Context: an optimization exercise on an open-source flow, tuned for small area. The choices shown serve that exercise and are no tape-out recipe.
The RTL was checked by simulation tests, not by an equivalence proof against the original design.
Power is estimated from default activity; no workload was simulated.

### run.sh
#!/bin/bash
# synth_recipe.tcl (not shown) runs the flow's synth.tcl, then flattens the netlist and writes it again
# the make line also repeats each setting of config.mk as NAME=value (left out here)
make -C /OpenROAD-flow-scripts/flow DESIGN_CONFIG=/design/flow/config.mk WORK_HOME=/design/flow/orfs CLKGATE_MAP_FILE= SYNTH_SCRIPT=/design/flow/synth_recipe.tcl finish
### config.mk
export PLATFORM = sky130hd
export DESIGN_NAME = nmea_sentence_parser
export DESIGN_NICKNAME = nmea_sentence_parser
export VERILOG_FILES = /design/flow/design.v
export SDC_FILE = /design/flow/constraint.sdc
export NUM_CORES = 4
export LEC_CHECK = 0
export CAP_MARGIN = 20
export CORE_MARGIN = 2
export CORE_UTILIZATION = 60
export CTS_BUF_LIST = sky130_fd_sc_hd__clkbuf_8
export CTS_CLUSTER_DIAMETER = 60
export CTS_CLUSTER_SIZE = 20
export SLEW_MARGIN = 20
export SYNTH_MEMORY_MAX_BITS = 8192
### constraint.sdc
create_clock -name core_clock -period 10.0 [get_ports {clk_i}]
set_input_delay 2.0000 -clock core_clock [delete_from_list [all_inputs] [get_ports {clk_i}]]
set_output_delay 2.0000 -clock core_clock [all_outputs]
set_load 0.01 [all_outputs]
### design.v
`timescale 1ns / 1ps
module nsp_ram #(
  parameter int RINGS = 10,
  parameter int DEPTH = 43
) (
  input  logic       clk_i,
  input  logic       we_i,
  input  logic [3:0] wring_i,
  input  logic [7:0] wdata_i,
  input  logic [3:0] rring_i,
  output logic [7:0] rdata_o
);
  logic [7:0] tap [RINGS];
  for (genvar r = 0; r < RINGS; r++) begin : g_ring
    logic [DEPTH*8-1:0] q;
    logic [7:0]         ins;
    assign tap[r] = q[DEPTH*8-1 -: 8];
    assign ins    = (we_i && wring_i == 4'(r)) ? wdata_i : tap[r];
    always_ff @(posedge clk_i) begin
      q <= {q[(DEPTH-1)*8-1:0], ins};
    end
  end
  always_comb begin
    rdata_o = 8'h00;
    for (int r = 0; r < RINGS; r++) begin
      if (rring_i == 4'(r)) rdata_o = tap[r];
    end
  end
endmodule
`timescale 1ns / 1ps
module nmea_sentence_parser (
  input  logic       clk_i,
  input  logic       rst_ni,
  input  logic       in_valid_i,
  output logic       in_stall_o,
  input  logic       opcode_i,
  input  logic [7:0] rx_byte_i,
  input  logic [1:0] read_type_i,
  input  logic [4:0] read_field_i,
  input  logic [3:0] read_pos_i,
  output logic       out_valid_o,
  input  logic       out_stall_i,
  output logic [7:0] read_char_o,
  output logic       frame_valid_o,
  output logic       sentence_done_o,
  output logic [1:0] done_type_o
);
  localparam int DEPTH = 43;   
  localparam logic [3:0] S_WAIT   = 4'd0;
  localparam logic [3:0] S_FIELDS = 4'd1;
  localparam logic [3:0] S_SUM    = 4'd2;
  localparam logic [3:0] S_DEAD   = 4'd3;    
  localparam logic [3:0] S_I0     = 4'd4;    
  localparam logic [3:0] S_I1     = 4'd5;    
  localparam logic [3:0] S_I2     = 4'd6;    
  localparam logic [3:0] S_I3G    = 4'd7;    
  localparam logic [3:0] S_I3R    = 4'd8;    
  localparam logic [3:0] S_I4GG   = 4'd9;    
  localparam logic [3:0] S_I4GS   = 4'd10;   
  localparam logic [3:0] S_I4RM   = 4'd11;   
  localparam logic [3:0] S_I5GGA  = 4'd12;   
  localparam logic [3:0] S_I5RMC  = 4'd13;   
  localparam logic [3:0] S_I5GSA  = 4'd14;   
  localparam logic [7:0] CH_DOLLAR = 8'h24;
  localparam logic [7:0] CH_COMMA  = 8'h2C;
  localparam logic [7:0] CH_STAR   = 8'h2A;
  function automatic logic [4:0] last_field(input logic [1:0] t);
    last_field = 5'd17;
    if (t == 2'd0) last_field = 5'd14;
    else if (t == 2'd1) last_field = 5'd12;
  endfunction
  logic        pend_q;         
  logic        ov_q;           
  logic        ib_op_q;        
  logic [10:0] ib_q;           
  logic [5:0]  tmr_q;          
  logic [7:0]  rchar_q;        
  logic [3:0]  st_q;
  logic [2:0]  vf_q;           
  logic [1:0]  ty_q;
  logic [4:0]  fn_q;
  logic [3:0]  ps_q;
  logic [7:0]  xr_q;           
  logic [1:0]  rot_t_q;        
  logic [4:0]  rot_f_q;        
  logic [7:0] b;
  logic [1:0] rt;
  logic [4:0] rf;
  logic [3:0] rp;
  assign b  = ib_q[7:0];
  assign rt = ib_q[10:9];
  assign rf = ib_q[8:4];
  assign rp = ib_q[3:0];
  logic is_comma, is_star, is_dollar;
  assign is_comma  = (b == CH_COMMA);
  assign is_star   = (b == CH_STAR);
  assign is_dollar = (b == CH_DOLLAR);
  logic rd_ok, wr_ok, kept, use_store, finish, accept, hit;
  assign kept      = (fn_q <= last_field(ty_q));
  assign rd_ok     = (rt != 2'd3) && (rf != 5'd0) && (rf <= last_field(rt)) && (rp < 4'd10);
  assign wr_ok     = (st_q == S_FIELDS) && kept && (ps_q < 4'd10);
  assign use_store = ib_op_q ? rd_ok : wr_ok;
  assign finish    = pend_q && (!use_store || tmr_q == 6'(DEPTH - 1));
  assign accept    = in_valid_i && !pend_q && !ov_q;
  assign in_stall_o = pend_q || ov_q;
  logic [1:0] tgt_t;
  logic [4:0] tgt_f;
  assign tgt_t = ib_op_q ? rt : ty_q;
  assign tgt_f = ib_op_q ? rf : fn_q;
  assign hit   = pend_q && use_store && (rot_t_q == tgt_t) && (rot_f_q == tgt_f);
  logic [7:0] rdata;
  nsp_ram #(
    .RINGS (10),
    .DEPTH (DEPTH)
  ) u_store (
    .clk_i   (clk_i),
    .we_i    (hit && !ib_op_q),
    .wring_i (ps_q),
    .wdata_i ((is_comma || is_star) ? 8'h00 : b),
    .rring_i (rp),
    .rdata_o (rdata)
  );
  always_ff @(posedge clk_i) begin
    if (rot_t_q == 2'd3 || rot_f_q >= last_field(rot_t_q)) begin
      rot_f_q <= 5'd1;
      rot_t_q <= (rot_t_q == 2'd0) ? 2'd1 : (rot_t_q == 2'd1) ? 2'd2 : 2'd0;
    end else begin
      rot_f_q <= rot_f_q + 5'd1;
    end
  end
  always_ff @(posedge clk_i or negedge rst_ni) begin
    if (!rst_ni) begin
      pend_q <= 1'b0;
      ov_q   <= 1'b0;
    end else begin
      if (accept) pend_q <= 1'b1;
      else if (finish) pend_q <= 1'b0;
      if (finish) ov_q <= 1'b1;
      else if (!out_stall_i) ov_q <= 1'b0;
    end
  end
  always_ff @(posedge clk_i) begin
    tmr_q <= accept ? 6'd0 : tmr_q + 6'd1;
    if (accept) begin
      ib_op_q <= opcode_i;
      ib_q    <= opcode_i ? {read_type_i, read_field_i, read_pos_i} : {3'b000, rx_byte_i};
    end
    if (hit && ib_op_q) rchar_q <= rdata;
  end
  logic [7:0] hex_v, sub_v;
  always_comb begin
    if (b >= 8'h30 && b <= 8'h39) hex_v = b - 8'h30;
    else hex_v = b - 8'h37;
    sub_v = (ps_q == 4'd0) ? {hex_v[3:0], 4'h0} : hex_v;
  end
  logic step;
  assign step = finish && !ib_op_q;
  always_ff @(posedge clk_i or negedge rst_ni) begin
    if (!rst_ni) begin
      st_q <= S_WAIT;
      vf_q <= 3'b000;
    end else if (step) begin
      case (st_q)
        S_WAIT: if (is_dollar) st_q <= S_I0;
        S_FIELDS: if (is_star) st_q <= S_SUM;
        S_SUM: if (ps_q >= 4'd2) begin
          st_q       <= S_WAIT;
          vf_q[ty_q] <= (xr_q == 8'h00);
        end
        default: begin
          if (is_comma) begin
            if (st_q == S_I5GGA || st_q == S_I5RMC || st_q == S_I5GSA) st_q <= S_FIELDS;
            else st_q <= S_WAIT;
          end else begin
            case (st_q)
              S_I0:   st_q <= (b == "G") ? S_I1 : S_DEAD;
              S_I1:   st_q <= (b == "P") ? S_I2 : S_DEAD;
              S_I2:   st_q <= (b == "G") ? S_I3G : (b == "R") ? S_I3R : S_DEAD;
              S_I3G:  st_q <= (b == "G") ? S_I4GG : (b == "S") ? S_I4GS : S_DEAD;
              S_I3R:  st_q <= (b == "M") ? S_I4RM : S_DEAD;
              S_I4GG: st_q <= (b == "A") ? S_I5GGA : S_DEAD;
              S_I4GS: st_q <= (b == "A") ? S_I5GSA : S_DEAD;
              S_I4RM: st_q <= (b == "C") ? S_I5RMC : S_DEAD;
              default: st_q <= S_DEAD;
            endcase
          end
        end
      endcase
    end
  end
  always_ff @(posedge clk_i) begin
    if (step) begin
      case (st_q)
        S_WAIT: begin
          ps_q <= 4'd0;
          if (is_dollar) begin
            fn_q <= 5'd1;
            xr_q <= 8'h00;
          end
        end
        S_FIELDS: begin
          if (is_comma) begin
            xr_q <= xr_q ^ b;
            if (kept) fn_q <= fn_q + 5'd1;
            ps_q <= 4'd0;
          end else if (is_star) begin
            ps_q <= 4'd0;
          end else begin
            xr_q <= xr_q ^ b;
            if (ps_q < 4'd10) ps_q <= ps_q + 4'd1;
          end
        end
        S_SUM: begin
          if (ps_q < 4'd2) begin
            xr_q <= xr_q - sub_v;
            ps_q <= ps_q + 4'd1;
          end
        end
        default: begin
          xr_q <= xr_q ^ b;
          if (is_comma) begin
            if (st_q == S_I5GGA) ty_q <= 2'd0;
            if (st_q == S_I5RMC) ty_q <= 2'd1;
            if (st_q == S_I5GSA) ty_q <= 2'd2;
          end
        end
      endcase
    end
  end
  logic done;
  assign done = !ib_op_q && (st_q == S_WAIT) && (ps_q == 4'd2);
  assign out_valid_o     = ov_q;
  assign read_char_o     = (ib_op_q && rd_ok) ? rchar_q : 8'h00;
  assign frame_valid_o   = ib_op_q ? ((rt != 2'd3) && vf_q[rt]) : (done && vf_q[ty_q]);
  assign sentence_done_o = done;
  assign done_type_o     = done ? ty_q : 2'd0;
endmodule
==> results.yml, run 1 <==
route:
  remaining_drc_errors: 0
  via_per_inst: 4.37
  vias: 26500
  drt_first_pass_iters: 4
  routedWlPerCell_um: 15.1
  ant_nets: 0
  routed_wl_um: 91500
  drtIter0Drc: 1358
clock_network:
  cts_tree: "yes"
  ctsHtreeMaxLevel: 4
  worstSkewPairLatency_ns: 0.91
  clockBufferDepth: 3
  cts.clk_slew.worst_paths_ns: 0.10
  root_buffer: "clkbuf_8"
  cts_sinks: 3501
  postCtsSetupRepairBufs: 0
  hold_buffers: 0
  cts_buffers: 198
  cts_resized: 0
critical_path:
  crit_path_max_fanout: 11
  path_cells: "or2_2, ha_1, nor2b_1, o311a_1, o22ai_2, and2_1, clkdlybuf4s50_1"
  endpoint_kind: "output port"
  cp.required_ns: 8.00
  startpoint_type: "register"
  cp_slowest_cell: "o22ai_2"
  crit_type: "reg -> out"
  r2r_start: "ty_q[0]"
  crit_family: "compound AO/OA/AOI/OAI gates"
  critPathArrivalTime_ns: 4.12
  rrSetupSlack_ns: 5.60
  critPathMaxStageDelay_ns: 0.75
  reg2reg_to: "xr_q[2]"
  ff2ff_path_depth: 12
  cp.depth: 7
  cp_num_buf_inv: 1
outcome:
  outcome: "finished clean"
timing:
  rsz0062_at_grt: "false"
  timing.slew.headroom_pct: 31.7
  timing.fmax_ghz: 0.163
  slew_viol_final: 0
  finalSetupTns_ns: 0
  finalSetupViolations: 0
  worstMarginPinSlew_ns: 1.02
  hold_viol: 0
  skew_ns: 0.0368
  finalCritPeriodShare_pct: 61.2
  hold-worst-slack_ns: 0.306
  period_needed_ns: 6.12
yosys:
  synth_edf_count: 41
  synth_area_leader_cell: "dfxtp_1"
  synth_flop_cell: "dfxtp_1"
  yosysMostFrequentCell: "dfxtp_1"
  syn_area_per_cell_um2: 18.2
  yosys_warnings: 3
  syn_nets: 4211
  ys_seq_elements: 3501
  yosysUniqueCellTypes: 68
  ys_async_sr_fraction_pct: 0.257
  yosysTopAreaCellShare_pct: 91.7
  syn_area_um2: 75300
  synthesis.instances: 4140
  synth_common_cells: "3451 x dfxtp_1, 93 x mux2_2, 53 x nand2_1, 47 x nor2_1, 46 x ha_1"
  ys_seq_area_share_pct: 93.6
  ys_top_cells_by_area: "dfxtp_1 92%, edfxtp_1 1.6%, mux2_2 1.4%"
layout:
  nNetsFinal: 4423
  drive_above_1_share_pct: 8.19
  fill_cells: 8836
  final_area_um2: 80800
  area_growth_pct: 7.28
global_routing:
  grt_pass1_wl_um: 140000
  antenna_found_initial: 15
  grt_pass1_vias: 25400
  grt_max_degree: 34
  grt.overflow.total: 0
  grt_usage_pct: 14.4
worst_hold_path:
  holdPathEnd: "u_store.g_ring[4].q[134]"
  min-delay-path-class: "reg -> reg"
  worstHoldStart: "u_store.g_ring[4].q[126]"
  hold_depth: 0
placed_design:
  dp_hpwl_um: 55400
  placed_area_um2: 77700
  place_congestion: 0.821
  io_buffers: 37
run:
  cap_violations: 0
die:
  start_util_pct: 60.2
  fp.dieH_um: 358
  io_pins: 38
  dieWidth_um: 358
  fp.coreArea_um2: 125000
  design.die.area_um2: 128000
  rows: 130
power:
  peakVddDrop_uv: 165
  leakage_nw: 32.1
  p_per_area_nw_per_um2: 251
  p_total_mw: 20.3
## kinds of logic after synthesis
kind of cell | Yosys count | synth area share (%)
flops | 3501 | 93.6
simple gates | 241 | 1.88
compound gates | 136 | 1.28
mux | 106 | 1.56
buf+inv | 70 | 0.385
fa+ha+maj | 47 | 0.790
xor+xnor | 39 | 0.472
## cell type report
cell class	count	area, um2	share of cell area (%)
Sequential cell	3501	70500	87.3
Multi-Input combinational cell	569	4540	5.61
Clock buffer	203	2790	3.46
Antenna cell	17	42.5	0.0526
Inverter	28	105	0.130
Timing Repair Buffer	54	498	0.616
Tap cell	1650	2060	2.55
Clock inverter	27	244	0.302
## power breakdown
part | internal (mW) | switching [mW]
clock | 1.88 | 3.73
combinational | 0.226 | 0.388
sequential | 14.0 | 0.0470
total | 16.1 | 4.16
## registers in the layout, indices dropped and copies added (netlist names)
signal,cells
ps_q,4
ov_q,1
ib_op_q,1
rot_t_q,2
tmr_q,6
st_q,4
ib_q,11
u_store.g_ring.q,3440
ty_q,2
rchar_q,8
rot_f_q,5
pend_q,1
xr_q,8
vf_q,3
fn_q,5
## placed cells by master, fill, tap and decap left out, drive strengths merged, types with 5 or more instances in the layout
cell type / count
nor2: 47
and2: 19
mux2i: 12
nor2b: 20
nand2: 53
mux2: 94
ha: 46
nand4: 5
inv: 49
nand3b: 9
o211ai: 5
xnor2: 27
o31ai: 9
diode: 17
clkdlybuf4s50: 37
xor2: 11
a221o: 7
o21ai: 20
nand2b: 14
a21o: 8
o22ai: 11
a31oi: 11
or2: 8
clkbuf: 203
dfxtp: 3451
a21oi: 20
nor3: 13
a211oi: 6
nand3: 17
a22oi: 6
dfrtp: 9
and3: 6
nor4: 14
buf: 17
edfxtp: 41
## per-stage QoR
step	setup slack [ns]	instances	util, %
global route	3.70	6036	64.6
global placement	4.82	5802	62.2
detailed placement	4.82	5802	62.2
CTS	3.75	6032	64.6
finish	3.88	6049	64.6
floorplan	5.62	4140	-
## metal layers
layer	vias to the layer above	share of wire [%]	global-route usage [%]
met5	-	0	0
met4	0	3.1	5.98
met3	194	4.0	3.17
met2	366	37	18.7
met1	12500	56	23.1
li1	13400	-	-
## how the worst max path moves through the flow
stage                        start             end
after detailed placement  ib_q[10]  read_char_o[7]
after CTS                 ib_q[10]  read_char_o[7]
after global routing      ib_q[10]  read_char_o[7]
final                     ib_q[10]  read_char_o[7]
after floorplan            ty_q[0]         xr_q[0]
after global placement    ib_q[10]  read_char_o[3]
==> run 2: changes to the inputs <==
--- a/config.mk
+++ b/config.mk
@@ -7,9 +7,6 @@
 export LEC_CHECK = 0
 export CAP_MARGIN = 20
 export CORE_MARGIN = 2
-export CORE_UTILIZATION = 60
-export CTS_BUF_LIST = sky130_fd_sc_hd__clkbuf_8
-export CTS_CLUSTER_DIAMETER = 60
-export CTS_CLUSTER_SIZE = 20
+export CORE_UTILIZATION = 40
 export SLEW_MARGIN = 20
 export SYNTH_MEMORY_MAX_BITS = 8192
==> run 2 against run 1 <==
Flip-flop and latch count stayed put. Core utilization decreased by 17 points. Sequential share of layout area is 8.4 points lower. Maximum frequency increased by 4.3%. Global-route usage decreased by 3.9 points. Synthesized cell count unchanged. Hold slack got worse by 0.041 ns. Clock power increased by 110%. Largest cell class unchanged. Highest routed layer unchanged.
==> results.yml, run 2 <==
timing:
  hold_viol: 0
  timing.fmax_ghz: 0.171
  period_needed_ns: 5.86
  slew_viol_final: 0
  skew_ns: 0.0622
  rsz0062_at_grt: "false"
  finalCritPeriodShare_pct: 58.6
  finalSetupViolations: 0
  worstMarginPinSlew_ns: 1.13
  finalSetupTns_ns: 0
  timing.slew.headroom_pct: 24.1
  hold-worst-slack_ns: 0.265
clock_network:
  root_buffer: "clkbuf_16"
  cts_buffers: 325
  worstSkewPairLatency_ns: 0.90
  clockBufferDepth: 4
  cts.clk_slew.worst_paths_ns: 0.06
  postCtsSetupRepairBufs: 0
  ctsHtreeMaxLevel: 5
  cts_resized: 0
  cts_sinks: 3501
  hold_buffers: 0
  cts_tree: "yes"
route:
  met2WireLength_um: 39300
  ant_nets: 0
  drt_first_pass_iters: 5
  remaining_drc_errors: 0
  drtIter0Drc: 1375
  routed_wl_um: 99200
  vias: 27800
  drt-met1-wl_um: 50500
  met3_length_um: 4060
  highest_layer: "met4"
  via_per_inst: 3.85
  routedWlPerCell_um: 13.8
critical_path:
  cp.required_ns: 8.00
  crit_path_max_fanout: 7
  startpoint_type: "register"
  rrSetupSlack_ns: 5.44
  endpoint_kind: "output port"
  cp_slowest_cell: "nor4_1"
  critPathMaxStageDelay_ns: 0.76
  critPathArrivalTime_ns: 3.86
  ff2ff_path_depth: 15
  crit_type: "reg -> out"
  r2r_start: "ib_q[1]"
  path_cells: "or2_2, or4_1, nor4_1, clkdlybuf4s50_1"
  reg2reg_to: "xr_q[7]"
global_routing:
  grt_max_degree: 34
  grt_pass1_vias: 28100
  grt_usage_pct: 10.6
  grt_pass1_wl_um: 156000
  antenna_found_initial: 10
  grt.overflow.total: 0
layout:
  largest_register: "u_store.g_ring.q"
  area_growth_pct: 18.6
  layout_common_cells: "3451 x dfxtp_1, 330 x clkbuf_16, 93 x mux2_2"
  drive_above_1_share_pct: 13.3
  final_common_cell: "dfxtp_1"
  nNetsFinal: 4546
  finalCoreUtilization_pct: 47.7
  largest_register_ffs: 3440
  top_regs: "u_store.g_ring.q: 3440 flops, ib_q: 11 flops"
yosys:
  synthesis.instances: 4140
  yosysUniqueCellTypes: 68
  yosysMostFrequentCell: "dfxtp_1"
  syn_nets: 4211
  synth_flop_cell: "dfxtp_1"
  syn_area_per_cell_um2: 18.2
  synth_edf_count: 41
  ys_async_sr_fraction_pct: 0.257
  synth_common_cells: "3451 x dfxtp_1, 93 x mux2_2, 53 x nand2_1, 47 x nor2_1, 46 x ha_1"
  synth_area_leader_cell: "dfxtp_1"
  ys_seq_elements: 3501
  yosysTopAreaCellShare_pct: 91.7
  syn_area_um2: 75300
  ys_top_cells_by_area: "dfxtp_1 92%, edfxtp_1 1.6%, mux2_2 1.4%"
  ys_seq_area_share_pct: 93.6
  yosys_warnings: 3
die:
  design.die.area_um2: 192000
  rows: 159
  dieWidth_um: 438
  start_util_pct: 40.2
  io_pins: 38
  fp.dieH_um: 438
  fp.coreArea_um2: 187000
power:
  leakage_nw: 35.7
  pwr-share-seq_pct: 53.0
  p_total_mw: 26.6
  internal-power_mw: 21.4
  peakVddDrop_uv: 193
  p_per_area_nw_per_um2: 297
  switching_power_mw: 5.20
  p_sw_share_pct: 19.6
  pwr-share-clk_pct: 44.7
  comb_power_share_pct: 2.3
placed_design:
  dp_hpwl_um: 57400
  place_congestion: 0.788
  io_buffers: 37
outcome:
  outcome: "finished clean"
worst_hold_path:
  hold_depth: 0
  min-delay-path-class: "reg -> reg"
  worstHoldStart: "u_store.g_ring[8].q[149]"
  holdPathEnd: "u_store.g_ring[8].q[157]"
run:
  cap_violations: 0
-- run 2: cell types whose count changed in the layout (fill, tap and decap cells not counted), moves of 5 or more --
cell        previous run  this run
inv_6                  1         6
clkbuf_8             203        57
clkinv_2               2        49
clkbuf_16              0       330
bufinv_16              0        25
clkinv_4               1        11
inv_1                 37        28
clkinvlp_4             2         9
clkbuf_1               0        63
-- run 2: kinds of logic (layout without fill, tap and decap cells) --
group                    count (synthesis)  in the layout  synth area share, %
AO/OA/AOI/OAI                          136            136                 1.28
XOR/XNOR                                39             39                0.472
adder cells (fa/ha/maj)                 47             47                0.790
buffers and inverters                   70            633                0.385
flip-flops                            3501           3501                 93.6
multiplexers                           106            106                 1.56
other                                    0             14                    0
AND/OR/NAND/NOR                        241            241                 1.88
-- run 2: power by group through the flow --
stage	Sequential (mW)	Clock (mW)	Combinational, mW
after floorplan	14.4	0	0.395
after global placement	14.4	0	0.628
after detailed placement	14.4	0	0.622
after CTS	14.1	12.3	0.625
after global routing	14.1	12.9	0.675
final	14.1	11.9	0.611
-- run 2: critical path: cells and delay by family (launching register included) --
kind	cells	cell delay (ns)
and+or+nand+nor	3	1.84
DFF	1	0.47
buffers and inverters	1	0.69
-- run 2: worst max path at each step --
stage | to | start | slack (ns)
final | done_type_o[0] | ps_q[2] | 4.14
after CTS | read_char_o[7] | ib_q[10] | 4.06
after global placement | read_char_o[0] | ib_q[10] | 5.03
after detailed placement | read_char_o[6] | ib_q[10] | 5.03
after floorplan | xr_q[0] | ty_q[0] | 5.62
after global routing | read_char_o[1] | ib_q[10] | 3.97
-- run 2: layer usage --
metal  global-route usage [%]  vias up
met1                     14.7    13100
met3                     2.79      296
met4                     6.35        0
met5                        0        -
li1                         -    13900
met2                     14.6      482
-- run 2: layout make-up --
cell class / count / area, um2
antenna: 14 / 35.0
timing repair buffer: 50 / 468
tap: 2495 / 3120
clock buffer: 450 / 9280
sequential: 3501 / 70500
inverter: 28 / 105
multi-input combinational: 569 / 4540
fill: 15600 / 98000
clock inverter: 105 / 1290
-- run 2: metrics by stage --
stage | cell area (um2) | cells | worst slack (ns)
floorplan | 75300 | 4140 | 5.62
global placement | 78800 | 6643 | 5.03
detailed placement | 78800 | 6643 | 5.03
CTS | 89300 | 7198 | 4.06
global route | 89300 | 7198 | 3.97
finish | 89400 | 7212 | 4.14
==> run 3: changes to the inputs <==
--- a/design.v
+++ b/design.v
@@ -46,6 +46,8 @@
   output logic [1:0] done_type_o
 );
   localparam int DEPTH = 43;   
+  localparam logic [5:0] TMR_START = 6'b000001;
+  localparam logic [5:0] TMR_END   = 6'b111011;
   localparam logic [3:0] S_WAIT   = 4'd0;
   localparam logic [3:0] S_FIELDS = 4'd1;
   localparam logic [3:0] S_SUM    = 4'd2;
@@ -100,7 +102,7 @@
   assign rd_ok     = (rt != 2'd3) && (rf != 5'd0) && (rf <= last_field(rt)) && (rp < 4'd10);
   assign wr_ok     = (st_q == S_FIELDS) && kept && (ps_q < 4'd10);
   assign use_store = ib_op_q ? rd_ok : wr_ok;
-  assign finish    = pend_q && (!use_store || tmr_q == 6'(DEPTH - 1));
+  assign finish    = pend_q && (!use_store || tmr_q == TMR_END);
   assign accept    = in_valid_i && !pend_q && !ov_q;
   assign in_stall_o = pend_q || ov_q;
   logic [1:0] tgt_t;
@@ -140,18 +142,20 @@
     end
   end
   always_ff @(posedge clk_i) begin
-    tmr_q <= accept ? 6'd0 : tmr_q + 6'd1;
+    tmr_q <= accept ? TMR_START : {tmr_q[4:0], tmr_q[5] ^ tmr_q[4]};
     if (accept) begin
       ib_op_q <= opcode_i;
       ib_q    <= opcode_i ? {read_type_i, read_field_i, read_pos_i} : {3'b000, rx_byte_i};
     end
     if (hit && ib_op_q) rchar_q <= rdata;
   end
-  logic [7:0] hex_v, sub_v;
+  logic       is_digit;
+  logic [7:0] hex_v;
+  logic [7:0] xr_op;
   always_comb begin
-    if (b >= 8'h30 && b <= 8'h39) hex_v = b - 8'h30;
-    else hex_v = b - 8'h37;
-    sub_v = (ps_q == 4'd0) ? {hex_v[3:0], 4'h0} : hex_v;
+    is_digit = (b[7:4] == 4'h3) && (b[3:0] <= 4'd9);
+    hex_v    = is_digit ? {4'h0, b[3:0]} : b - 8'h37;
+    xr_op    = (st_q == S_SUM) ? hex_v : b;
   end
   logic step;
   assign step = finish && !ib_op_q;
@@ -200,24 +204,27 @@
         end
         S_FIELDS: begin
           if (is_comma) begin
-            xr_q <= xr_q ^ b;
+            xr_q <= xr_q ^ xr_op;
             if (kept) fn_q <= fn_q + 5'd1;
             ps_q <= 4'd0;
           end else if (is_star) begin
             ps_q <= 4'd0;
           end else begin
-            xr_q <= xr_q ^ b;
+            xr_q <= xr_q ^ xr_op;
             if (ps_q < 4'd10) ps_q <= ps_q + 4'd1;
           end
         end
         S_SUM: begin
-          if (ps_q < 4'd2) begin
-            xr_q <= xr_q - sub_v;
-            ps_q <= ps_q + 4'd1;
+          if (ps_q == 4'd0) begin
+            xr_q[7:4] <= xr_q[7:4] - hex_v[3:0];
+            ps_q      <= 4'd1;
+          end else if (ps_q == 4'd1) begin
+            xr_q <= xr_q ^ xr_op;
+            ps_q <= 4'd2;
           end
         end
         default: begin
-          xr_q <= xr_q ^ b;
+          xr_q <= xr_q ^ xr_op;
           if (is_comma) begin
             if (st_q == S_I5GGA) ty_q <= 2'd0;
             if (st_q == S_I5RMC) ty_q <= 2'd1;
--- a/config.mk
+++ b/config.mk
@@ -7,6 +7,9 @@
 export LEC_CHECK = 0
 export CAP_MARGIN = 20
 export CORE_MARGIN = 2
-export CORE_UTILIZATION = 40
+export CORE_UTILIZATION = 70
+export CTS_BUF_LIST = sky130_fd_sc_hd__clkbuf_8
+export CTS_CLUSTER_DIAMETER = 60
+export CTS_CLUSTER_SIZE = 20
 export SLEW_MARGIN = 20
 export SYNTH_MEMORY_MAX_BITS = 8192
==> run 3 against run 2 <==
Still clean on timing, DRC and antenna. Synthesized cell count down 0.77%. Hold slack better by 0.050 ns. Maximum frequency is 6.0% lower. Core utilization grew 27 points. Design area shrank 10%. Clock power is 53% lower. Die area down 43%. Clock-buffer cell count fell by 243. Clock skew down 0.016 ns. Non-clock buffer count down 5. Total power is 24% lower. Global-route usage rose by 6.8 points. Largest cell class unchanged. Highest routed layer unchanged.
==> results.yml, run 3 <==
outcome:
  outcome: "finished clean"
global_routing:
  antenna_found_initial: 17
  grt_pass1_vias: 26300
  grt_pass1_wl_um: 146000
  grt_max_degree: 44
  grt.overflow.total: 0
  grt_usage_pct: 17.4
yosys:
  synth_edf_count: 41
  syn_area_per_cell_um2: 18.3
  synthesis.instances: 4108
  ys_async_sr_fraction_pct: 0.257
  ys_top_cells_by_area: "dfxtp_1 92%, edfxtp_1 1.6%, mux2_2 1.3%"
  syn_nets: 4171
  synthXorXnorAreaFrac_pct: 0.361
  yosysMostFrequentCell: "dfxtp_1"
  yosys_warnings: 3
  syn_area_um2: 75100
  synthMuxAreaShare_pct: 1.56
  synth_area_leader_cell: "dfxtp_1"
  yosysTopAreaCellShare_pct: 92.0
  synth_compound_gate_area_share_pct: 1.28
  synth_flop_cell: "dfxtp_1"
  ys_seq_area_share_pct: 93.9
  yosysUniqueCellTypes: 73
  synth-simple-area-share_pct: 1.83
  synth_top_family_by_area: "simple AND/OR/NAND/NOR gates"
  synth_common_cells: "3451 x dfxtp_1, 84 x mux2_2, 53 x nand2_1, 41 x edfxtp_1, 40 x nor2_1"
  ys_seq_elements: 3501
  yosys.area_share.adder_pct: 0.660
clock_network:
  cts.clk_slew.worst_paths_ns: 0.11
  cts_tree: "yes"
  worstSkewPairLatency_ns: 0.89
  cts_buffers: 196
  ctsHtreeMaxLevel: 4
  postCtsSetupRepairBufs: 0
  cts_resized: 0
  root_buffer: "clkbuf_8"
  clockBufferDepth: 3
  cts_sinks: 3501
  hold_buffers: 0
die:
  fp.coreArea_um2: 107000
  start_util_pct: 70.4
  design.die.area_um2: 110000
  dieWidth_um: 332
  rows: 120
  io_pins: 38
  fp.dieH_um: 332
layout:
  fill_cells: 6071
  largest_register_ffs: 3440
  layout_common_cells: "3451 x dfxtp_1, 207 x clkbuf_8, 84 x mux2_2"
  top_regs: "u_store.g_ring.q: 3440 flops, ib_q: 11 flops"
  largest_register: "u_store.g_ring.q"
  finalCoreUtilization_pct: 75.1
  final_area_um2: 80200
  nNetsFinal: 4370
  area_growth_pct: 6.78
  layoutNonFillerInstCount: 5750
  final_common_cell: "dfxtp_1"
  drive_above_1_share_pct: 8.04
critical_path:
  endpoint_kind: "output port"
  crit_type: "reg -> out"
  critPathArrivalTime_ns: 4.24
  cp.required_ns: 8.00
  startpoint_type: "register"
  crit_path_max_fanout: 20
route:
  via_per_inst: 4.60
  vias: 26400
  drt_first_pass_iters: 5
  ant_nets: 0
  routed_wl_um: 94000
  routedWlPerCell_um: 16.3
  remaining_drc_errors: 0
  drtIter0Drc: 1367
power:
  p_per_area_nw_per_um2: 253
  peakVddDrop_uv: 215
  p_total_mw: 20.3
  leakage_nw: 32.0
timing:
  rsz0062_at_grt: "false"
  hold_viol: 0
  skew_ns: 0.0462
  worstMarginPinSlew_ns: 1.14
  period_needed_ns: 6.24
  timing.fmax_ghz: 0.160
  slew_viol_final: 0
  finalSetupViolations: 0
  finalCritPeriodShare_pct: 62.4
  timing.slew.headroom_pct: 23.9
  finalSetupTns_ns: 0
run:
  cap_violations: 0
placed_design:
  place_congestion: 0.805
  dp_hpwl_um: 56000
  io_buffers: 37
  placed_area_um2: 77100
  dp.cells: 5512
worst_hold_path:
  min-delay-path-class: "reg -> reg"
run 3: cell families after synthesis:
group                    count (synthesis)
XOR/XNOR                                31
adder cells (fa/ha/maj)                 39
flip-flops                            3501
buffers and inverters                   71
AO/OA/AOI/OAI                          142
AND/OR/NAND/NOR                        220
multiplexers                           104
run 3: stage by stage:
stage	setup WS (ns)	hold WS [ns]
3_5_place_dp	4.63	0.312
3_3_place_gp	4.70	0.310
6_report	3.76	0.315
2_1_floorplan	6.14	0.310
4_1_cts	3.64	0.311
5_1_grt	3.54	0.316
run 3: cell type report:
| class | count | area, um2 | area share, % |
|---|---|---|---|
| diodes | 6 | 15.0 | 0.0187 |
| clock buffers | 207 | 2850 | 3.55 |
| clock inverters | 25 | 220 | 0.275 |
| inverters | 27 | 101 | 0.126 |
| multi-input cells | 536 | 4300 | 5.36 |
| flip-flops and latches | 3501 | 70500 | 87.9 |
| well taps | 1403 | 1760 | 2.19 |
| repair buffers | 45 | 430 | 0.537 |
run 3: critical path, stage by stage (launching register included):
cell and delay [ns]:
edfxtp_1 0.89, ha_1 0.36, and3_1 0.19, o21ai_0 0.08
a32oi_1 0.14, nor2_1 0.66, and2_1 0.44, clkdlybuf4s50_1 0.62
run 3: where the power goes:
group	internal, mW	switching [mW]
clock network	1.92	3.71
logic	0.193	0.347
registers	14.0	0.0620
run 3: path summary, 6_finish.rpt:
kind	slack, ns	endpoint	start	depth (start not counted)
setup / recovery	3.76	read_char_o[7]	ib_q[6]	7
hold reg to reg	0.31	u_store.g_ring[2].q[138]	u_store.g_ring[2].q[130]	0
setup reg to reg	5.96	u_store.g_ring[4].q[1]	ty_q[1]	10
max in group asynchronous	8.00	vf_q[1]	rst_ni	1
hold / removal	0.31	u_store.g_ring[2].q[138]	u_store.g_ring[2].q[130]	0
min in group asynchronous	1.54	st_q[2]	rst_ni	1
run 3: per-layer routing:
| metal | GRT usage, % | routed length, um |
|---|---|---|
| met1 | 26.8 | 48900 |
| met2 | 24.1 | 37700 |
| met3 | 3.60 | 4060 |
| met4 | 7.32 | 3270 |
| met5 | 0 | 0 |
==> run 4: changes to the inputs <==
--- a/config.mk
+++ b/config.mk
@@ -7,9 +7,9 @@
 export LEC_CHECK = 0
 export CAP_MARGIN = 20
 export CORE_MARGIN = 2
-export CORE_UTILIZATION = 70
+export CORE_UTILIZATION = 60
 export CTS_BUF_LIST = sky130_fd_sc_hd__clkbuf_8
 export CTS_CLUSTER_DIAMETER = 60
-export CTS_CLUSTER_SIZE = 20
+export CTS_CLUSTER_SIZE = 22
 export SLEW_MARGIN = 20
 export SYNTH_MEMORY_MAX_BITS = 8192
==> run 4 against run 3 <==
Die area rose by 16%. First-iteration DRC count rose by 3.0%. Flip-flop and latch count did not move. Routed wire length fell by 5.8%. Synthesized area did not move. Still clean on timing, DRC and antenna.
==> results.yml, run 4 <==
die:
  io_pins: 38
  fp.coreArea_um2: 124000
  start_util_pct: 60.6
  dieWidth_um: 358
  fp.dieH_um: 358
  rows: 129
  design.die.area_um2: 128000
clock_network:
  root_buffer: "clkbuf_8"
  cts_resized: 0
  cts.clk_slew.worst_paths_ns: 0.11
  hold_buffers: 0
  postCtsSetupRepairBufs: 0
  cts_sinks: 3501
  cts_tree: "yes"
  cts_buffers: 183
  worstSkewPairLatency_ns: 0.92
  ctsHtreeMaxLevel: 4
  clockBufferDepth: 3
layout:
  layoutNonFillerInstCount: 5987
  nNetsFinal: 4361
  fill_cells: 8715
  regArea_um2: 70500
  multiInputGateArea_um2: 4280
  final_common_cell: "dfxtp_1"
  top_regs: "u_store.g_ring.q: 3440 flops, ib_q: 11 flops"
  largest_register: "u_store.g_ring.q"
  final_area_um2: 80400
  area_growth_pct: 7.05
  drive_above_1_share_pct: 8.07
  largest_register_ffs: 3440
  layout_common_cells: "3451 x dfxtp_1, 189 x clkbuf_8, 84 x mux2_2"
run:
  cap_violations: 0
timing:
  rsz0062_at_grt: "false"
  worstMarginPinSlew_ns: 0.940
  finalSetupViolations: 0
  slew_viol_final: 0
  skew_ns: 0.0334
  timing.fmax_ghz: 0.173
  worst_slack_ns: 4.23
  period_needed_ns: 5.77
  finalCritPeriodShare_pct: 57.7
  finalSetupTns_ns: 0
  hold_viol: 0
  timing.slew.headroom_pct: 37.3
global_routing:
  grt_pass1_wl_um: 137000
  grt.overflow.total: 0
  grt_max_degree: 39
  antenna_found_initial: 11
  grt_pass1_vias: 25200
  grt_usage_pct: 14.1
placed_design:
  io_buffers: 37
  dp.cells: 5750
  placed_area_um2: 77400
  place_congestion: 0.767
  dp_worst_setup_slack_ns: 5.17
  dp_hpwl_um: 53100
critical_path:
  crit_path_max_fanout: 11
  critPathArrivalTime_ns: 3.77
  startpoint_type: "register"
  crit_type: "reg -> out"
  cp.required_ns: 8.00
  ff2ff_path_depth: 10
  endpoint_kind: "output port"
worst_hold_path:
  hold_depth: 0
  min-delay-path-class: "reg -> reg"
yosys:
  yosysTopAreaCellShare_pct: 92.0
  synth_flop_cell: "dfxtp_1"
  syn_nets: 4171
  syn_area_um2: 75100
  syn_area_per_cell_um2: 18.3
  synthesis.instances: 4108
  yosysMostFrequentCell: "dfxtp_1"
  synth_area_leader_cell: "dfxtp_1"
  ys_seq_elements: 3501
  ys_seq_area_share_pct: 93.9
  yosysUniqueCellTypes: 73
  ys_async_sr_fraction_pct: 0.257
  synth_edf_count: 41
  synth_common_cells: "3451 x dfxtp_1, 84 x mux2_2, 53 x nand2_1, 41 x edfxtp_1, 40 x nor2_1"
  yosys_warnings: 3
  ys_top_cells_by_area: "dfxtp_1 92%, edfxtp_1 1.6%, mux2_2 1.3%"
power:
  peakVddDrop_uv: 185
  leakage_nw: 31.9
  p_per_area_nw_per_um2: 251
route:
  drtIter0Drc: 1408
  vias: 26200
  ant_nets: 0
  via_per_inst: 4.38
  remaining_drc_errors: 0
  drt_first_pass_iters: 4
  routed_wl_um: 88500
  routedWlPerCell_um: 14.8
outcome:
  outcome: "finished clean"
[run 4: final cells by class]
cell class | count | area share (%)
Clock inverter | 35 | 0.434
Tap cell | 1637 | 2.55
Antenna cell | 13 | 0.0405
Inverter | 27 | 0.126
Multi-Input combinational cell | 536 | 5.32
Sequential cell | 3501 | 87.7
Clock buffer | 189 | 3.23
Timing Repair Buffer | 49 | 0.573
[run 4: where the power goes]
group	internal, mW	switching, mW	leakage, nW
Clock	1.80	3.74	1.53
Sequential	14.0	0.0623	28.3
Combinational	0.197	0.348	2.11
[run 4: metal layers]
| metal | wire (um) | global-route usage (%) | vias up |
|---|---|---|---|
| li1 | - | - | 13300 |
| met1 | 49800 | 22.7 | 12400 |
| met2 | 32400 | 18.2 | 329 |
| met3 | 3520 | 3.25 | 194 |
| met4 | 2680 | 5.76 | 4 |
| met5 | 21 | 0 | - |
[run 4: worst paths after layout]
| path | startpoint | to | slack (ns) |
|---|---|---|---|
| worst max-delay path | st_q[2] | frame_valid_o | 4.23 |
| worst min-delay path | u_store.g_ring[7].q[71] | u_store.g_ring[7].q[79] | 0.32 |
| worst max register to register | ty_q[1] | u_store.g_ring[6].q[3] | 6.22 |
| worst min register to register | u_store.g_ring[7].q[71] | u_store.g_ring[7].q[79] | 0.32 |
| max in group asynchronous | rst_ni | st_q[3] | 8.15 |
| min in group asynchronous | rst_ni | ov_q | 1.46 |
[run 4: through the flow]
stage	utilization [%]	power, mW	hold slack (ns)
6_report	64.9	20.2	0.320
5_1_grt	64.9	21.0	0.308
4_1_cts	64.8	20.4	0.310
3_5_place_dp	62.5	15.0	0.312
3_3_place_gp	62.5	15.0	0.310
2_1_floorplan	-	14.7	0.310
[run 4: cells by family after synthesis]
family,synth area share [%]
flops,93.9
simple gates,1.83
compound gates,1.28
mux,1.56
buf+inv,0.415
fa+ha+maj,0.660
xor+xnor,0.361
[run 4: critical path, cell delays in order (launching register included)]
cell and delay (ns):
dfrtp_1 0.43, inv_1 0.11, ha_1 0.43, nor2b_1 0.62, and3_1 0.44, a22o_1 0.28
clkdlybuf4s50_1 0.56
==> run 5: changes to the inputs <==
--- a/config.mk
+++ b/config.mk
@@ -10,6 +10,6 @@
 export CORE_UTILIZATION = 60
 export CTS_BUF_LIST = sky130_fd_sc_hd__clkbuf_8
 export CTS_CLUSTER_DIAMETER = 60
-export CTS_CLUSTER_SIZE = 22
+export CTS_CLUSTER_SIZE = 20
 export SLEW_MARGIN = 20
 export SYNTH_MEMORY_MAX_BITS = 8192
==> run 5 against run 4 <==
Still clean. Global-route usage is 0.089 points higher. Design area is 0.15% higher. Clock-buffer cell count is 13 higher. Final cell count is 0.15% higher. Worst setup slack worse by 0.061 ns. Highest routed layer unchanged.
==> results.yml, run 5 <==
layout:
  final_area_um2: 80500
  layoutNonFillerInstCount: 5996
  nNetsFinal: 4375
  drive_above_1_share_pct: 8.20
  multiInputGateArea_um2: 4280
  largest_register: "u_store.g_ring.q"
  area_growth_pct: 7.21
  largest_register_ffs: 3440
  final_common_cell: "dfxtp_1"
  layout_common_cells: "3451 x dfxtp_1, 202 x clkbuf_8, 84 x mux2_2"
  top_regs: "u_store.g_ring.q: 3440 flops, ib_q: 11 flops"
  fill_cells: 8729
  regArea_um2: 70500
critical_path:
  startpoint_type: "register"
  crit_type: "reg -> out"
  critPathArrivalTime_ns: 3.83
  endpoint_kind: "output port"
  rrSetupSlack_ns: 6.24
  reg2reg_to: "rchar_q[2]"
  ff2ff_path_depth: 9
  cp.required_ns: 8.00
  startpoint: "st_q[2]"
  crit_path_max_fanout: 11
  r2r_start: "ty_q[1]"
worst_hold_path:
  holdPathEnd: "u_store.g_ring[6].q[89]"
  hold_depth: 0
  min-delay-path-class: "reg -> reg"
  worstHoldStart: "u_store.g_ring[6].q[81]"
global_routing:
  antenna_found_initial: 10
  grt_pass1_wl_um: 138000
  use_met1_pct: 22.9
  grt.overflow.total: 0
  grt_usage_pct: 14.2
  globalRouteMet2Util_pct: 18.2
  grt_pass1_vias: 25300
  grt_max_degree: 39
  global_route.usage.met3_pct: 3.33
  grt_busiest_layer: "met1"
clock_network:
  hold_buffers: 0
  clockBufferDepth: 3
  root_buffer: "clkbuf_8"
  cts_resized: 0
  cts_sinks: 3501
  cts.clk_slew.worst_paths_ns: 0.11
  postCtsSetupRepairBufs: 0
  worstSkewPairLatency_ns: 0.93
  cts_tree: "yes"
  cts_buffers: 197
  ctsHtreeMaxLevel: 4
route:
  drt_first_pass_iters: 4
  routed_wl_um: 88800
  remaining_drc_errors: 0
  ant_nets: 0
  drtIter0Drc: 1368
  vias: 26300
  via_per_inst: 4.39
  routedWlPerCell_um: 14.8
power:
  p_total_mw: 20.3
  peakVddDrop_uv: 218
  leakage_nw: 32.0
  p_per_area_nw_per_um2: 252
die:
  design.die.area_um2: 128000
  dieWidth_um: 358
  fp.dieH_um: 358
  start_util_pct: 60.6
  fp.coreArea_um2: 124000
  rows: 129
  io_pins: 38
yosys:
  yosys_warnings: 3
  ys_seq_area_share_pct: 93.9
  synth_flop_cell: "dfxtp_1"
  yosysTopAreaCellShare_pct: 92.0
  syn_area_um2: 75100
  yosysUniqueCellTypes: 73
  synth_common_cells: "3451 x dfxtp_1, 84 x mux2_2, 53 x nand2_1, 41 x edfxtp_1, 40 x nor2_1"
  syn_area_per_cell_um2: 18.3
  ys_seq_elements: 3501
  synth_area_leader_cell: "dfxtp_1"
  synthesis.instances: 4108
  ys_top_cells_by_area: "dfxtp_1 92%, edfxtp_1 1.6%, mux2_2 1.3%"
  yosysMostFrequentCell: "dfxtp_1"
  syn_nets: 4171
  ys_async_sr_fraction_pct: 0.257
  synth_edf_count: 41
timing:
  finalSetupViolations: 0
  skew_ns: 0.0375
  worstMarginPinSlew_ns: 0.935
  rsz0062_at_grt: "false"
  hold_viol: 0
  period_needed_ns: 5.83
  timing.fmax_ghz: 0.172
  timing.slew.headroom_pct: 37.6
  slew_viol_final: 0
  finalCritPeriodShare_pct: 58.3
  finalSetupTns_ns: 0
outcome:
  outcome: "finished clean"
run:
  cap_violations: 0
placed_design:
  placed_area_um2: 77400
  dp_hpwl_um: 53100
  place_congestion: 0.767
  dp.cells: 5750
  io_buffers: 37
## run 5: report_power, final
group          internal, mW  switching, mW  total (mW)
sequential             14.0         0.0625        14.1
clock                  1.90           3.74        5.64
combinational         0.197          0.347       0.545
total                  16.1           4.15        20.3
## run 5: how the worst max path moves through the flow
stage / to / slack, ns / depth (start not counted)
global placement: read_char_o[1] / 5.20 / 7
detailed placement: read_char_o[7] / 5.17 / 8
global route: frame_valid_o / 3.97 / 6
finish: frame_valid_o / 4.17 / 6
floorplan: read_char_o[0] / 6.14 / 7
CTS: read_char_o[7] / 4.08 / 8
## run 5: layout make-up
class                           instances  share of cell area [%]
Tap cell                             1637                    2.54
Clock buffer                          202                    3.45
Inverter                               27                   0.126
Clock inverter                         28                   0.354
Timing Repair Buffer                   49                   0.572
Multi-Input combinational cell        536                    5.32
Antenna cell                           16                  0.0497
Sequential cell                      3501                    87.6
## run 5: critical path, stage by stage, from the launching register on
cell             delay (ns)
dfrtp_1                0.43
inv_1                  0.11
ha_1                   0.43
nor2b_1                0.62
and3_1                 0.46
a22o_1                 0.29
clkdlybuf4s50_1        0.57
## run 5: metrics by stage
stage               setup WS, ns  hold WS, ns  utilization (%)
global placement            5.20        0.310             62.5
floorplan                   6.14        0.310                -
CTS                         4.08        0.309             64.9
finish                      4.17        0.311             65.0
global route                3.97        0.306             64.9
detailed placement          5.17        0.312             62.5
## run 5: layer usage
layer | part of all wire (%) | wire (um) | vias to the layer above
met4 | 3.0 | 2670 | 4
met1 | 55 | 48800 | 12500
met5 | 0.024 | 21 | -
met2 | 37 | 32500 | 348
li1 | - | - | 13300
met3 | 5.4 | 4830 | 190
## run 5: cells by family after synthesis
group,count (synthesis),synth area share (%)
flops,3501,93.9
simple gates,220,1.83
compound gates,142,1.28
mux,104,1.56
buf+inv,71,0.415
fa+ha+maj,39,0.660
xor+xnor,31,0.361
==> run 6: changes to the inputs <==
==> flow/run.sh (new file) <==
#!/bin/bash
# Layout flow: the standard ORFS flow (standard.sh), step by step, with
# clock tree synthesis clustering the register clock pins onto clkbuf_8 leaf
# buffers and inserting no dummy loads. Each step's full output goes to a log
# file of its own in the work folder.
set -euo pipefail
cd "$(dirname "$0")/.."
export CTS_ARGS="-sink_clustering_enable -repair_clock_nets -buf_list sky130_fd_sc_hd__clkbuf_8 -sink_clustering_size 20 -sink_clustering_max_diameter 60 -dont_use_dummy_load"
for step in synth floorplan place cts route finish; do
  bash standard.sh "$step" > "flow_${step}.log" 2>&1
done
==> standard.sh (new file) <==
#!/bin/bash
# synth_recipe.tcl (not shown) runs the flow's synth.tcl, then flattens the netlist and writes it again
# the make line also repeats each setting of config.mk as NAME=value (left out here)
make -C /OpenROAD-flow-scripts/flow DESIGN_CONFIG=/design/flow/config.mk WORK_HOME=/design/flow/orfs CLKGATE_MAP_FILE= SYNTH_SCRIPT=/design/flow/synth_recipe.tcl "${@:-finish}"
removed: run.sh
==> run 6 against run 5 <==
Final cell count is 0.60% lower. Routed wire length decreased by 0.33%. Register-to-register slack got worse by 0.02 ns. Still clean on timing, DRC and antenna. Highest routed layer unchanged. Die area unchanged. First-iteration DRC count is 0.22% lower. Largest cell class unchanged. Clock power fell by 4.6%. Non-clock buffer count is the same. Largest power group unchanged. Total power is 1.3% lower.
==> results.yml, run 6 <==
outcome:
  outcome: "finished clean"
power:
  peakVddDrop_uv: 180
  pwr-share-seq_pct: 70.4
  internal-power_mw: 16.0
  pwr-share-clk_pct: 26.9
  p_per_area_nw_per_um2: 250
  p_sw_share_pct: 20.1
  comb_power_share_pct: 2.7
  p_total_mw: 20.0
  leakage_nw: 31.8
  switching_power_mw: 4.01
layout:
  layout_common_cells: "3451 x dfxtp_1, 197 x clkbuf_8, 84 x mux2_2"
  area_growth_pct: 6.73
  multiInputGateArea_um2: 4280
  layoutNonFillerInstCount: 5960
  largest_register: "u_store.g_ring.q"
  final_common_cell: "dfxtp_1"
  largest_register_ffs: 3440
  regArea_um2: 70500
  fill_cells: 8755
  drive_above_1_share_pct: 7.63
  top_regs: "u_store.g_ring.q: 3440 flops, ib_q: 11 flops"
  nNetsFinal: 4375
critical_path:
  crit_path_max_fanout: 11
  startpoint_type: "register"
  r2r_start: "ty_q[1]"
  cp.required_ns: 8.00
  rrSetupSlack_ns: 6.22
  reg2reg_to: "rchar_q[0]"
  critPathArrivalTime_ns: 3.76
  crit_type: "reg -> out"
  ff2ff_path_depth: 9
  endpoint_kind: "output port"
yosys:
  synthesis.instances: 4108
  yosys_warnings: 3
  synth_flop_cell: "dfxtp_1"
  ys_async_sr_fraction_pct: 0.257
  syn_area_per_cell_um2: 18.3
  syn_nets: 4171
  syn_area_um2: 75100
  synth_edf_count: 41
  yosysMostFrequentCell: "dfxtp_1"
  synth_area_leader_cell: "dfxtp_1"
  ys_seq_area_share_pct: 93.9
  yosysUniqueCellTypes: 73
  ys_top_cells_by_area: "dfxtp_1 92%, edfxtp_1 1.6%, mux2_2 1.3%"
  synth_common_cells: "3451 x dfxtp_1, 84 x mux2_2, 53 x nand2_1, 41 x edfxtp_1, 40 x nor2_1"
  ys_seq_elements: 3501
  yosysTopAreaCellShare_pct: 92.0
clock_network:
  hold_buffers: 0
  cts_tree: "yes"
  cts.clk_slew.worst_paths_ns: 0.11
  postCtsSetupRepairBufs: 0
  cts_buffers: 197
  ctsHtreeMaxLevel: 4
  cts_resized: 0
  root_buffer: "clkbuf_8"
  worstSkewPairLatency_ns: 0.90
  clockBufferDepth: 3
  cts_sinks: 3501
route:
  routed_wl_um: 88500
  routedWlPerCell_um: 14.9
  drt_first_pass_iters: 4
  drtIter0Drc: 1365
  vias: 26300
  remaining_drc_errors: 0
  via_per_inst: 4.41
  ant_nets: 0
placed_design:
  io_buffers: 37
  dp_worst_setup_slack_ns: 5.17
  place_congestion: 0.767
  dp.cells: 5750
  dp_hpwl_um: 53100
worst_hold_path:
  hold_depth: 0
  worstHoldStart: "u_store.g_ring[6].q[81]"
  holdPathEnd: "u_store.g_ring[6].q[89]"
  min-delay-path-class: "reg -> reg"
run:
  cap_violations: 0
die:
  fp.dieH_um: 358
  rows: 129
  fp.coreArea_um2: 124000
  start_util_pct: 60.6
  dieWidth_um: 358
  design.die.area_um2: 128000
  io_pins: 38
timing:
  rsz0062_at_grt: "false"
  period_needed_ns: 5.76
  worstMarginPinSlew_ns: 0.930
  finalCritPeriodShare_pct: 57.6
  hold_viol: 0
  worst_slack_ns: 4.24
  skew_ns: 0.0941
  timing.fmax_ghz: 0.174
  finalSetupViolations: 0
  timing.slew.headroom_pct: 38.0
  slew_viol_final: 0
  finalSetupTns_ns: 0
global_routing:
  grt_pass1_wl_um: 138000
  antenna_found_initial: 10
  grt_pass1_vias: 25300
  grt.overflow.total: 0
  grt_usage_pct: 14.2
  grt_max_degree: 39
-- run 6: cell counts after synthesis --
Identical to the previous run, type by type.
-- run 6: worst max path at each step --
stage,cells after the start,start,slack [ns],to
after floorplan,7,ib_q[10],6.14,read_char_o[0]
after global placement,7,ib_q[6],5.20,read_char_o[1]
after detailed placement,8,ib_q[6],5.17,read_char_o[7]
after CTS,6,st_q[2],4.16,frame_valid_o
after global routing,6,st_q[2],4.01,frame_valid_o
final,6,st_q[2],4.24,frame_valid_o
-- run 6: cells by family after synthesis --
| logic type | count (synthesis) | share of synthesized area (%) |
|---|---|---|
| flip-flops | 3501 | 93.9 |
| AND/OR/NAND/NOR | 220 | 1.83 |
| AO/OA/AOI/OAI | 142 | 1.28 |
| multiplexers | 104 | 1.56 |
| buffers and inverters | 71 | 0.415 |
| adder cells (fa/ha/maj) | 39 | 0.660 |
| XOR/XNOR | 31 | 0.361 |
-- run 6: area by class of cell --
cell class | instances | area share [%]
flip-flops and latches | 3501 | 88.0
well taps | 1637 | 2.55
multi-input cells | 536 | 5.34
inverters | 27 | 0.126
diodes | 13 | 0.0406
clock buffers | 197 | 3.38
repair buffers | 49 | 0.574
-- run 6: worst max-delay path, stage by stage (launching register included) --
cell             delay [ns]
dfrtp_1                0.43
inv_1                  0.11
ha_1                   0.43
nor2b_1                0.62
and3_1                 0.45
a22o_1                 0.29
clkdlybuf4s50_1        0.57
-- run 6: metrics by stage --
step	cell area, um2	hold slack (ns)	util, %
6_report	80200	0.259	64.7
5_1_grt	80100	0.253	64.7
4_1_cts	80100	0.256	64.7
3_5_place_dp	77400	0.312	62.5
3_3_place_gp	77400	0.310	62.5
2_1_floorplan	75100	0.310	-
-- run 6: power groups by stage --
stage / combinational, mW / clock [mW] / sequential [mW]
2_1_floorplan: 0.379 / 0 / 14.4
3_5_place_dp: 0.548 / 0 / 14.4
6_report: 0.545 / 5.38 / 14.1
4_1_cts: 0.550 / 5.64 / 14.1
3_3_place_gp: 0.549 / 0 / 14.4
5_1_grt: 0.595 / 6.16 / 14.1
-- run 6: routing by layer --
layer / wire length, um / vias to the layer above / global-route usage (%) / part of all wire (%)
met5: 21 / - / 0 / 0.024
met1: 49700 / 12500 / 22.8 / 56
li1: - / 13300 / - / -
met3: 3860 / 197 / 3.49 / 4.4
met4: 2840 / 4 / 5.74 / 3.2
met2: 32100 / 343 / 18.1 / 36
==> run 7: changes to the inputs <==
==> flow/run.sh (replaced) <==
#!/bin/bash
# Layout flow: the standard ORFS flow (standard.sh), step by step, with
#  - the standard synthesis's netlist re-mapped: every register cell is kept
#    as it is (same cell, same name), and only the combinational cells are
#    turned back into logic and mapped again by ABC for area (flow/remap.tcl);
#  - clock tree synthesis clustering the register clock pins onto clkbuf_8
#    leaf buffers and inserting no dummy loads.
# Each tool's full output goes to a log file of its own in the work folder.
set -euo pipefail
cd "$(dirname "$0")/.."
W=$PWD
R=$W/orfs/results/$FLOW_PLATFORM/nmea_sentence_parser/base
CTS="CTS_ARGS=-sink_clustering_enable -repair_clock_nets -buf_list sky130_fd_sc_hd__clkbuf_8 -sink_clustering_size 20 -sink_clustering_max_diameter 60 -dont_use_dummy_load"

bash standard.sh synth > flow_synth.log 2>&1
cp "$R/1_2_yosys.v" "$W/std_synth.v"

export DONT_USE_CELLS="$(sed -n '/DONT_USE_CELLS/,/^$/p' "$FLOW_HOME/platforms/$FLOW_PLATFORM/config.mk" | grep -oE 'sky130_fd_sc_hd__\w+' | tr '\n' ' ')"
yosys -c flow/remap.tcl -- "$W/std_synth.v" "$W/remap.v" > flow_remap.log 2>&1

# start the flow again from the re-mapped netlist
rm -f "$R"/1_*
NET="SYNTH_NETLIST_FILES=$W/remap.v"
bash standard.sh "$NET" synth > flow_synth_remap.log 2>&1
for step in floorplan place cts route finish; do
  bash standard.sh "$NET" "$CTS" "$step" > "flow_${step}.log" 2>&1
done
==> flow/remap.tcl (new file) <==
yosys -import
set lib $::env(FLOW_HOME)/platforms/$::env(FLOW_PLATFORM)/lib/sky130_fd_sc_hd__tt_025C_1v80.lib
set in  [lindex $argv 0]
set out [lindex $argv 1]
set dont_use {}
foreach c $::env(DONT_USE_CELLS) { lappend dont_use -dont_use $c }
read_liberty -ignore_miss_func $lib
read_verilog $in
hierarchy -top nmea_sentence_parser
# keep every sequential cell as it is; turn the combinational cells into logic
blackbox =sky130_fd_sc_hd__df* =sky130_fd_sc_hd__edf* =sky130_fd_sc_hd__sdf* =sky130_fd_sc_hd__dl* =sky130_fd_sc_hd__conb_1
flatten
opt -purge
abc -liberty $lib {*}$dont_use
opt_clean -purge
splitnets
opt_clean -purge
hilomap -singleton -hicell sky130_fd_sc_hd__conb_1 HI -locell sky130_fd_sc_hd__conb_1 LO
insbuf -buf sky130_fd_sc_hd__buf_4 A X
yosys rename -enumerate
stat -liberty $lib
write_verilog -noattr -nohex -nodec $out
==> run 7 against run 6 <==
Critical path depth unchanged. Hold slack improved by 0.014 ns. Combinational power decreased by 29%. Sequential power about the same. Global-route usage increased by 0.092 points. First-iteration DRC count increased by 19%. Critical endpoint is now read_char_o[6]. Core utilization increased by 0.19 points. Clock skew decreased by 0.0024 ns. Maximum frequency increased by 2.3%. Still clean on timing, DRC and antenna.
==> results.yml, run 7 <==
layout:
  layout_common_cells: "3451 x dfxtp_1, 197 x clkbuf_8, 91 x mux2_1"
  final_common_cell: "dfxtp_1"
  top_regs: "u_store.g_ring.q: 3440 flops, ib_q: 11 flops"
  largest_register: "u_store.g_ring.q"
  fill_cells: 8603
  largest_register_ffs: 3440
  nNetsFinal: 4273
  area_growth_pct: 7.07
  drive_above_1_share_pct: 4.92
route:
  drtIter0Drc: 1630
  routedWlPerCell_um: 15.0
  remaining_drc_errors: 0
  routed_wl_um: 88400
  drt_first_pass_iters: 6
  ant_nets: 0
  via_per_inst: 4.40
  vias: 25800
yosys:
  synthesis.instances: 4004
  yosys_warnings: 0
  syn_nets: 4028
  syn_area_um2: 73900
  syn_area_per_cell_um2: 18.5
clock_network:
  root_buffer: "clkbuf_8"
  cts_sinks: 3501
  clockBufferDepth: 3
  cts_tree: "yes"
  cts_resized: 0
  ctsHtreeMaxLevel: 4
  worstSkewPairLatency_ns: 0.90
  postCtsSetupRepairBufs: 0
  hold_buffers: 0
  cts.clk_slew.worst_paths_ns: 0.11
  cts_buffers: 197
global_routing:
  grt.overflow.total: 0
  grt_pass1_vias: 24600
  antenna_found_initial: 18
  grt_pass1_wl_um: 136000
  grt_usage_pct: 14.3
  grt_max_degree: 23
outcome:
  outcome: "finished clean"
power:
  p_sw_share_pct: 19.8
  p_per_area_nw_per_um2: 251
  peakVddDrop_uv: 181
  pwr-share-seq_pct: 71.0
  pwr-share-clk_pct: 27.1
  p_total_mw: 19.9
  leakage_nw: 31.2
  comb_power_share_pct: 2.0
  internal-power_mw: 15.9
  switching_power_mw: 3.92
run:
  cap_violations: 0
placed_design:
  io_buffers: 37
  dp_worst_setup_slack_ns: 5.24
  place_congestion: 0.776
  dp_hpwl_um: 53300
critical_path:
  critPathArrivalTime_ns: 3.63
  endpoint_kind: "output port"
  cp.required_ns: 8.00
  crit_type: "reg -> out"
  startpoint_type: "register"
  crit_path_max_fanout: 16
timing:
  skew_ns: 0.0917
  finalSetupTns_ns: 0
  rsz0062_at_grt: "false"
  timing.fmax_ghz: 0.178
  hold_viol: 0
  finalSetupViolations: 0
  worstMarginPinSlew_ns: 0.964
  period_needed_ns: 5.63
  worst_slack_ns: 4.37
  timing.slew.headroom_pct: 35.6
  hold-worst-slack_ns: 0.273
  finalCritPeriodShare_pct: 56.3
  slew_viol_final: 0
die:
  fp.dieH_um: 355
  rows: 128
  fp.coreArea_um2: 122000
  design.die.area_um2: 126000
  dieWidth_um: 355
  start_util_pct: 60.6
  io_pins: 38
worst_hold_path:
  min-delay-path-class: "reg -> reg"
==> run 7: worst paths after layout <==
| check | start | cells after the start | slack, ns | endpoint |
|---|---|---|---|---|
| max | ib_q[1] | 6 | 4.37 | read_char_o[6] |
| min | u_store.g_ring[4].q[178] | 0 | 0.27 | u_store.g_ring[4].q[186] |
| max reg2reg | ib_q[1] | 9 | 5.79 | u_store.g_ring[9].q[4] |
| min reg2reg | u_store.g_ring[4].q[178] | 0 | 0.27 | u_store.g_ring[4].q[186] |
| max in group asynchronous | rst_ni | 1 | 8.15 | st_q[1] |
| min in group asynchronous | rst_ni | 1 | 1.48 | st_q[0] |
==> run 7: metrics by stage <==
step / cells / cell area (um2) / util (%)
CTS: 5872 / 79100 / 64.9
floorplan: 4004 / 73900 / -
finish: 5881 / 79200 / 64.9
global route: 5876 / 79200 / 64.9
detailed placement: 5675 / 76400 / 62.6
global placement: 5675 / 76400 / 62.6
==> run 7: final cells by class <==
cell class | count | area (um2) | area share, %
Inverter | 9 | 33.8 | 0.0427
Clock buffer | 197 | 2710 | 3.42
Antenna cell | 9 | 22.5 | 0.0284
Multi-Input combinational cell | 494 | 3390 | 4.28
Timing Repair Buffer | 46 | 438 | 0.553
Sequential cell | 3501 | 70500 | 89.1
Tap cell | 1625 | 2030 | 2.57
==> run 7: power by group through the flow <==
stage / logic (mW) / clock network (mW) / registers [mW]
after floorplan: 0.236 / 0 / 14.4
after global placement: 0.392 / 0 / 14.4
after detailed placement: 0.385 / 0 / 14.4
after CTS: 0.387 / 5.64 / 14.1
after global routing: 0.422 / 6.15 / 14.1
final: 0.388 / 5.37 / 14.1
==> run 7: critical path, stage by stage, from the launching register on <==
cell and delay [ns]:
edfxtp_1 0.66, o21ai_0 0.56, o211ai_1 0.24, a211oi_4 0.18
buf_4 0.34, and2_0 0.21, clkdlybuf4s50_1 0.55
==> run 7: routing by layer <==
| layer | vias to the layer above | global-route usage (%) | part of all wire [%] | wire length (um) |
|---|---|---|---|---|
| met3 | 207 | 3.58 | 5.4 | 4810 |
| li1 | 13000 | - | - | - |
| met2 | 445 | 19.4 | 39 | 34500 |
| met1 | 12200 | 21.7 | 52 | 46200 |
| met5 | - | 0 | 0 | 0 |
| met4 | 0 | 6.19 | 3.3 | 2900 |

## separate check: timing with driven ports
In the flow no input, the clock included, has a driving cell. The finished layouts below were timed again as built, in two steps.
Step 1 (the two cells are an assumption about what drives the block):
set clk [get_ports {clk_i}]
set_driving_cell -lib_cell sky130_fd_sc_hd__clkbuf_16 $clk
set_driving_cell -lib_cell sky130_fd_sc_hd__buf_2 [delete_from_list [all_inputs] $clk]
Step 2 moves the port delays by t, midway between the first and last clock arrival at a register: inputs arrive t later, outputs are due t later. That takes back most of the time a late clock gives input paths.
Slacks: ideal ports / drivers / drivers and shift; pairs: ideal ports / drivers.
run | t (ns) | slack for setup (ns) | hold WS [ns] | worst data-port slew with drivers (ns)
run 1 | 0.959 | 3.883 / 3.816 / 4.775 | 0.306 / 0.306 / 0.306 | 0.12
run 2 | 0.937 | 4.137 / 4.067 / 5.004 | 0.265 / 0.265 / 0.265 | 0.04
run 3 | 0.936 | 3.762 / 3.690 / 4.626 | 0.315 / 0.315 / 0.315 | 0.08
run 4 | 0.972 | 4.234 / 4.166 / 5.138 | 0.320 / 0.320 / 0.320 | 0.11
run 5 | 0.980 | 4.173 / 4.104 / 5.085 | 0.311 / 0.311 / 0.311 | 0.11
run 6 | 0.929 | 4.242 / 4.173 / 5.103 | 0.259 / 0.259 / 0.259 | 0.11
run 7 | 0.934 | 4.373 / 4.302 / 5.237 | 0.273 / 0.273 / 0.273 | 0.04
After both steps every run listed still meets setup and hold.
